This design comes from an exercise in tuning for small area, a short achievable clock period and few clock cycles per item on the open sky130 flow, not from production work.
The RTL was checked by simulation tests, not by an equivalence proof against the original design.
Power and IR drop assume default switching activity.

==> module sorted_unique_set_engine, before the edit <==
module sorted_unique_set_engine (
  input  wire logic        clk,
  input  wire logic        rst_n,
  input  wire logic        in_valid,
  output logic             in_ready,
  input  wire logic [1:0]  in_kind,
  input  wire logic [31:0] in_value,
  output logic             out_valid,
  input  wire logic        out_ready,
  output logic             out_was_present,
  output logic [1:0]       out_status,
  output logic [4:0]       out_entry_count
);
  localparam int N = sus_pkg::CAPACITY;
  logic          rdy_r;
  logic          acc;
  logic          a_vld;
  logic [1:0]    a_kind;
  sus_pkg::val_t a_key;
  logic [N-1:0]  slot_vld;
  logic [N-1:0]  slot_vld_nxt;   
  logic [N-1:0]  eq_v;
  sus_pkg::cnt_t cnt_r;
  logic          b_vld;
  logic          b_ins, b_del;
  logic [N-1:0]  b_match;      
  logic [N/4-1:0] b_grp;       
  logic [N-1:0]  loc;          
  logic          present;
  logic          full;
  logic          do_ins, do_del;
  logic [N-1:0]  tgt;          
  logic [N-1:0]  spare;        
  logic [N-1:0]  spare_first;  
  logic [N-1:0]  tgt_nxt;
  sus_pkg::cnt_t cnt_nxt;
  logic [1:0]    status;
  logic [7:0]    res;
  assign in_ready = rdy_r;
  assign acc      = in_valid && rdy_r;
  for (genvar i = 0; i < N; i++) begin : g_cell
    sus_cell u_cell (
      .clk     (clk),
      .vld_nxt (slot_vld_nxt[i]),
      .key     (a_key),
      .eq      (eq_v[i])
    );
    if (i == 0) begin : g_first
      assign spare_first[i] = spare[i];
    end else begin : g_rest
      assign spare_first[i] = spare[i] && !(|spare[i-1:0]);
    end
  end
  always_ff @(posedge clk) begin
    a_vld   <= rst_n && acc;
    a_kind  <= in_kind;
    a_key   <= in_value;
    b_vld   <= rst_n && a_vld;
    b_ins   <= a_kind == sus_pkg::KIND_INSERT;
    b_del   <= a_kind == sus_pkg::KIND_DELETE;
    b_match <= eq_v & slot_vld_nxt;
    for (int g = 0; g < N / 4; g++) b_grp[g] <= |(eq_v[4*g +: 4] & slot_vld_nxt[4*g +: 4]);
  end
  assign loc     = b_match;
  assign present = |b_grp;
  assign full    = cnt_r[sus_pkg::CNT_W-1];
  assign do_ins  = b_vld && b_ins && !present && !full;
  assign do_del  = b_vld && b_del && present;
  assign spare   = ~slot_vld & ~tgt;
  assign tgt_nxt = do_ins ? spare_first
                 : ((|tgt) ? tgt : ({N{b_vld && b_del}} & loc));
  assign slot_vld_nxt = (slot_vld & ~({N{b_vld && b_del}} & loc))
                      | ({N{do_ins}} & tgt);
  always_comb begin
    cnt_nxt = cnt_r;
    if (do_ins) cnt_nxt = cnt_r + 1'b1;
    if (do_del) cnt_nxt = cnt_r - 1'b1;
  end
  always_comb begin
    status = sus_pkg::ST_DONE;
    if (b_ins) begin
      if (present)   status = sus_pkg::ST_NOCHG;
      else if (full) status = sus_pkg::ST_FULL;
    end else if (b_del) begin
      if (!present)  status = sus_pkg::ST_NOCHG;
    end
  end
  assign res = {present, status, cnt_nxt};
  always_ff @(posedge clk) begin
    if (!rst_n) begin
      slot_vld <= '0;
      tgt      <= N'(1);
      cnt_r    <= '0;
    end else begin
      slot_vld <= slot_vld_nxt;
      tgt      <= tgt_nxt;
      cnt_r    <= cnt_nxt;
    end
  end
  localparam int D = 4;
  logic [D-1:0]       q_vld;
  logic [7:0]         h_dat;     
  logic [D-1:1][3:0]  q_dat;     
  logic               pop;
  logic [D-1:0]       q_sh;      
  logic [D-1:0]       q_vld_nxt;
  logic [3:0]         res_s;     
  logic [4:0]         nxt_cnt;   
  assign res_s = {res[7:5], do_ins || do_del};
  assign pop  = q_vld[0] && out_ready;
  assign q_sh = pop ? {1'b0, q_vld[D-1:1]} : q_vld;
  assign q_vld_nxt = b_vld ? {q_sh[D-2:0], 1'b1} : q_sh;
  always_ff @(posedge clk) begin
    if (!rst_n) begin
      q_vld <= '0;
      rdy_r <= 1'b1;
    end else begin
      q_vld <= q_vld_nxt;
      rdy_r <= !q_vld_nxt[D-1]
            && !(q_vld_nxt[D-2] && (acc || a_vld))
            && !(q_vld_nxt[D-3] && acc && a_vld);
    end
  end
  always_comb begin
    nxt_cnt = h_dat[4:0];
    if (q_dat[1][0]) nxt_cnt = q_dat[1][3] ? h_dat[4:0] - 1'b1 : h_dat[4:0] + 1'b1;
  end
  always_ff @(posedge clk) begin
    if (!q_sh[0])  h_dat <= res;
    else if (pop)  h_dat <= {q_dat[1][3:1], nxt_cnt};
  end
  for (genvar p = 1; p < D; p++) begin : g_q
    logic [3:0] nxt;    
    if (p < D - 1) begin : g_sh
      assign nxt = pop ? q_dat[p+1] : q_dat[p];
    end else begin : g_last
      assign nxt = q_dat[p];
    end
    always_ff @(posedge clk) begin
      q_dat[p] <= q_sh[p] ? nxt : res_s;
    end
  end
  assign out_valid       = q_vld[0];
  assign out_was_present = h_dat[7];
  assign out_status      = h_dat[6:5];
  assign out_entry_count = h_dat[4:0];
endmodule
clock: 6.0 ns
lec_check: 0
cap_margin: 20
core_margin: 2
core_utilization: 40
setup_slack_margin: 3.7
slew_margin: 20
standard.sh (not shown) runs the stock make flow with config.mk's settings and CLKGATE_MAP_FILE= SYNTH_SCRIPT=/design/flow/synth_recipe.tcl, a recipe that flattens the netlist after the stock synthesis.
==> flow/flow/run.sh <==
#!/bin/bash
# The standard layout (standard.sh) with two changes: clock tree synthesis
# uses larger sink clusters, clkbuf_8 sink buffers and no dummy loads, for a
# smaller clock tree; and
# the buffers that the standard flow puts on every input and output port are
# buf_2 cells instead of delay buffers. Everything else (synthesis, floorplan,
# power grid, placement, routing) is the standard flow's. make's full output
# goes to flow_make.log.
set -euo pipefail
CTS="-sink_clustering_enable -repair_clock_nets -sink_clustering_size 18 -sink_clustering_max_diameter 60 -dont_use_dummy_load -buf_list {sky130_fd_sc_hd__clkbuf_8 sky130_fd_sc_hd__clkbuf_16} -sink_clustering_buffer sky130_fd_sc_hd__clkbuf_8"
BUF="-buffer_cell sky130_fd_sc_hd__buf_2"
sed "s|\"\${@:-finish}\"|CTS_ARGS=\"$CTS\" BUFFER_PORTS_ARGS=\"$BUF\" \"\${@:-finish}\"|" standard.sh > lean.sh
grep -q "CTS_ARGS=" lean.sh
bash lean.sh > flow_make.log 2>&1
Testbench counts at the start, summed over its fixed seeds: cycles 32,024, items 32,000.
Edit:
--- a/flow/design.v
+++ b/flow/design.v
@@ -61,9 +61,6 @@
   logic          full;
   logic          do_ins, do_del;
   logic [N-1:0]  tgt;          
-  logic [N-1:0]  spare;        
-  logic [N-1:0]  spare_first;  
-  logic [N-1:0]  tgt_nxt;
   sus_pkg::cnt_t cnt_nxt;
   logic [1:0]    status;
   logic [7:0]    res;
@@ -77,9 +74,9 @@
       .eq      (eq_v[i])
     );
     if (i == 0) begin : g_first
-      assign spare_first[i] = spare[i];
+      assign tgt[i] = !slot_vld[i];
     end else begin : g_rest
-      assign spare_first[i] = spare[i] && !(|spare[i-1:0]);
+      assign tgt[i] = !slot_vld[i] && (&slot_vld[i-1:0]);
     end
   end
   always_ff @(posedge clk) begin
@@ -97,9 +94,6 @@
   assign full    = cnt_r[sus_pkg::CNT_W-1];
   assign do_ins  = b_vld && b_ins && !present && !full;
   assign do_del  = b_vld && b_del && present;
-  assign spare   = ~slot_vld & ~tgt;
-  assign tgt_nxt = do_ins ? spare_first
-                 : ((|tgt) ? tgt : ({N{b_vld && b_del}} & loc));
   assign slot_vld_nxt = (slot_vld & ~({N{b_vld && b_del}} & loc))
                       | ({N{do_ins}} & tgt);
   always_comb begin
@@ -120,11 +114,9 @@
   always_ff @(posedge clk) begin
     if (!rst_n) begin
       slot_vld <= '0;
-      tgt      <= N'(1);
       cnt_r    <= '0;
     end else begin
       slot_vld <= slot_vld_nxt;
-      tgt      <= tgt_nxt;
       cnt_r    <= cnt_nxt;
     end
   end
The changed run finished with timing, DRC and antenna clean. Clock skew went up by 18 ps. Sequential power went down by about 2%. Cell area went down by 1.7%. Utilization went up by 0.45 points. Worst setup slack degrades by 25 ps. Area after synthesis went down by about 3.4%. Combinational power went down by about 1%.
Testbench counts after the change, summed over its fixed seeds: cycles 32,024, items 32,000.


RTL: one of the versions met above, not the one the previous note started from.
For scale: ~1600 cells after synthesis, about 620 flip-flops, ~48 I/O pins.
==> module sorted_unique_set_engine, before the edit <==
module sorted_unique_set_engine (
  input  wire logic        clk,
  input  wire logic        rst_n,
  input  wire logic        in_valid,
  output logic             in_ready,
  input  wire logic [1:0]  in_kind,
  input  wire logic [31:0] in_value,
  output logic             out_valid,
  input  wire logic        out_ready,
  output logic             out_was_present,
  output logic [1:0]       out_status,
  output logic [4:0]       out_entry_count
);
  localparam int N = sus_pkg::CAPACITY;
  logic          rdy_r;
  logic          acc;
  logic          a_vld;
  logic [1:0]    a_kind;
  sus_pkg::val_t a_key;
  logic [N-1:0]  slot_vld;
  logic [N-1:0]  slot_vld_nxt;   
  logic [N-1:0]  eq_v;
  sus_pkg::cnt_t cnt_r;
  logic          b_vld;
  logic          b_ins, b_del;
  logic [N-1:0]  b_match;      
  logic [N/4-1:0] b_grp;       
  logic [N-1:0]  loc;          
  logic          present;
  logic          full;
  logic          do_ins, do_del;
  logic [N-1:0]  tgt;          
  sus_pkg::cnt_t cnt_nxt;
  logic [1:0]    status;
  logic [7:0]    res;
  assign in_ready = rdy_r;
  assign acc      = in_valid && rdy_r;
  for (genvar i = 0; i < N; i++) begin : g_cell
    sus_cell u_cell (
      .clk     (clk),
      .vld_nxt (slot_vld_nxt[i]),
      .key     (a_key),
      .eq      (eq_v[i])
    );
    if (i == 0) begin : g_first
      assign tgt[i] = !slot_vld[i];
    end else begin : g_rest
      assign tgt[i] = !slot_vld[i] && (&slot_vld[i-1:0]);
    end
  end
  always_ff @(posedge clk) begin
    a_vld   <= rst_n && acc;
    a_kind  <= in_kind;
    a_key   <= in_value;
    b_vld   <= rst_n && a_vld;
    b_ins   <= a_kind == sus_pkg::KIND_INSERT;
    b_del   <= a_kind == sus_pkg::KIND_DELETE;
    b_match <= eq_v & slot_vld_nxt;
    for (int g = 0; g < N / 4; g++) b_grp[g] <= |(eq_v[4*g +: 4] & slot_vld_nxt[4*g +: 4]);
  end
  assign loc     = b_match;
  assign present = |b_grp;
  assign full    = cnt_r[sus_pkg::CNT_W-1];
  assign do_ins  = b_vld && b_ins && !present && !full;
  assign do_del  = b_vld && b_del && present;
  assign slot_vld_nxt = (slot_vld & ~({N{b_vld && b_del}} & loc))
                      | ({N{do_ins}} & tgt);
  always_comb begin
    cnt_nxt = cnt_r;
    if (do_ins) cnt_nxt = cnt_r + 1'b1;
    if (do_del) cnt_nxt = cnt_r - 1'b1;
  end
  always_comb begin
    status = sus_pkg::ST_DONE;
    if (b_ins) begin
      if (present)   status = sus_pkg::ST_NOCHG;
      else if (full) status = sus_pkg::ST_FULL;
    end else if (b_del) begin
      if (!present)  status = sus_pkg::ST_NOCHG;
    end
  end
  assign res = {present, status, cnt_nxt};
  always_ff @(posedge clk) begin
    if (!rst_n) begin
      slot_vld <= '0;
      cnt_r    <= '0;
    end else begin
      slot_vld <= slot_vld_nxt;
      cnt_r    <= cnt_nxt;
    end
  end
  localparam int D = 4;
  logic [D-1:0]       q_vld;
  logic [7:0]         h_dat;     
  logic [D-1:1][3:0]  q_dat;     
  logic               pop;
  logic [D-1:0]       q_sh;      
  logic [D-1:0]       q_vld_nxt;
  logic [3:0]         res_s;     
  logic [4:0]         nxt_cnt;   
  assign res_s = {res[7:5], do_ins || do_del};
  assign pop  = q_vld[0] && out_ready;
  assign q_sh = pop ? {1'b0, q_vld[D-1:1]} : q_vld;
  assign q_vld_nxt = b_vld ? {q_sh[D-2:0], 1'b1} : q_sh;
  always_ff @(posedge clk) begin
    if (!rst_n) begin
      q_vld <= '0;
      rdy_r <= 1'b1;
    end else begin
      q_vld <= q_vld_nxt;
      rdy_r <= !q_vld_nxt[D-1]
            && !(q_vld_nxt[D-2] && (acc || a_vld))
            && !(q_vld_nxt[D-3] && acc && a_vld);
    end
  end
  always_comb begin
    nxt_cnt = h_dat[4:0];
    if (q_dat[1][0]) nxt_cnt = q_dat[1][3] ? h_dat[4:0] - 1'b1 : h_dat[4:0] + 1'b1;
  end
  always_ff @(posedge clk) begin
    if (!q_sh[0])  h_dat <= res;
    else if (pop)  h_dat <= {q_dat[1][3:1], nxt_cnt};
  end
  for (genvar p = 1; p < D; p++) begin : g_q
    logic [3:0] nxt;    
    if (p < D - 1) begin : g_sh
      assign nxt = pop ? q_dat[p+1] : q_dat[p];
    end else begin : g_last
      assign nxt = q_dat[p];
    end
    always_ff @(posedge clk) begin
      q_dat[p] <= q_sh[p] ? nxt : res_s;
    end
  end
  assign out_valid       = q_vld[0];
  assign out_was_present = h_dat[7];
  assign out_status      = h_dat[6:5];
  assign out_entry_count = h_dat[4:0];
endmodule
Settings: LEC_CHECK=0, CAP_MARGIN=20, CORE_MARGIN=2, CORE_UTILIZATION=40, SETUP_SLACK_MARGIN=3.7, SLEW_MARGIN=20; clock period 6.0 ns.
==> flow/flow/run.sh <==
#!/bin/bash
# The standard layout (standard.sh) with two changes: clock tree synthesis
# uses larger sink clusters and no dummy loads, for a smaller clock tree; and
# the buffers that the standard flow puts on every input and output port are
# buf_2 cells instead of delay buffers. Everything else (synthesis, floorplan,
# power grid, placement, routing) is the standard flow's. make's full output
# goes to flow_make.log.
set -euo pipefail
CTS="-sink_clustering_enable -repair_clock_nets -sink_clustering_size 25 -sink_clustering_max_diameter 70 -dont_use_dummy_load"
BUF="-buffer_cell sky130_fd_sc_hd__buf_2"
sed "s|\"\${@:-finish}\"|CTS_ARGS=\"$CTS\" BUFFER_PORTS_ARGS=\"$BUF\" SETUP_MOVE_SEQUENCE=unbuffer,sizeup,swap \"\${@:-finish}\"|" standard.sh > lean.sh
grep -q "CTS_ARGS=" lean.sh
bash lean.sh > flow_make.log 2>&1
Testbench counts at the start, summed over its fixed seeds: cycles 32,024, items 32,000.
==> next run, changes <==
--- a/flow/design.v
+++ b/flow/design.v
@@ -59,10 +59,13 @@
   logic [N-1:0]  loc;          
   logic          present;
   logic          full;
   logic          do_ins, do_del;
   logic [N-1:0]  tgt;          
+  logic [N-1:0]  spare;        
+  logic [N-1:0]  spare_first;  
+  logic [N-1:0]  tgt_nxt;
   sus_pkg::cnt_t cnt_nxt;
   logic [1:0]    status;
   logic [7:0]    res;
   assign in_ready = rdy_r;
   assign acc      = in_valid && rdy_r;
@@ -72,13 +75,13 @@
       .vld_nxt (slot_vld_nxt[i]),
       .key     (a_key),
       .eq      (eq_v[i])
     );
     if (i == 0) begin : g_first
-      assign tgt[i] = !slot_vld[i];
+      assign spare_first[i] = spare[i];
     end else begin : g_rest
-      assign tgt[i] = !slot_vld[i] && (&slot_vld[i-1:0]);
+      assign spare_first[i] = spare[i] && !(|spare[i-1:0]);
     end
   end
   always_ff @(posedge clk) begin
     a_vld   <= rst_n && acc;
     a_kind  <= in_kind;
@@ -92,10 +95,13 @@
   assign loc     = b_match;
   assign present = |b_grp;
   assign full    = cnt_r[sus_pkg::CNT_W-1];
   assign do_ins  = b_vld && b_ins && !present && !full;
   assign do_del  = b_vld && b_del && present;
+  assign spare   = ~slot_vld & ~tgt;
+  assign tgt_nxt = do_ins ? spare_first
+                 : ((|tgt) ? tgt : ({N{b_vld && b_del}} & loc));
   assign slot_vld_nxt = (slot_vld & ~({N{b_vld && b_del}} & loc))
                       | ({N{do_ins}} & tgt);
   always_comb begin
     cnt_nxt = cnt_r;
     if (do_ins) cnt_nxt = cnt_r + 1'b1;
@@ -112,13 +118,15 @@
   end
   assign res = {present, status, cnt_nxt};
   always_ff @(posedge clk) begin
     if (!rst_n) begin
       slot_vld <= '0;
+      tgt      <= N'(1);
       cnt_r    <= '0;
     end else begin
       slot_vld <= slot_vld_nxt;
+      tgt      <= tgt_nxt;
       cnt_r    <= cnt_nxt;
     end
   end
   localparam int D = 4;
   logic [D-1:0]       q_vld;
Effect: Hold slack gets worse by 0.040 ns; routed wire length came out higher by 9.0%; die area came out higher by 3.4%; cell area came out higher by 3.3%; worst setup slack gets better by 0.39 ns; clock power came out higher by about 6%; critical path depth came out lower by 7.
Testbench counts after the change, summed over its fixed seeds: cycles 32,024, items 32,000.

port drivers added, routing unchanged:
Ports are ideal in the flow. The routed layouts listed here were re-timed in OpenROAD.
Step 1, drivers: a clkbuf_16 drives clk and a buf_2 each remaining input, both assumed.
Step 2, shift: input delay + t, output delay - t, t = (earliest + latest rising clock arrival at the registers) / 2. This alone moves slack from input paths to output paths.
Slacks: no drivers / after step 1 / after step 2; pairs: no drivers / after step 1.
run	t (ns)	setup slack, ns	cell pins on the clock port's net
the first run of note 1	0.600	3.700 / 3.641 / 3.343	1
the second run of note 1	0.594	3.675 / 3.616 / 3.425	1
the first run of note 2	0.615	3.262 / 3.262 / 3.262	1
the second run of note 2	0.609	3.656 / 3.597 / 3.309	1
After both steps setup and hold are still met in every run listed. The setup slack of the first run of note 1, which loses most, moves by -0.059 ns with the drivers and by -0.357 ns with both steps.
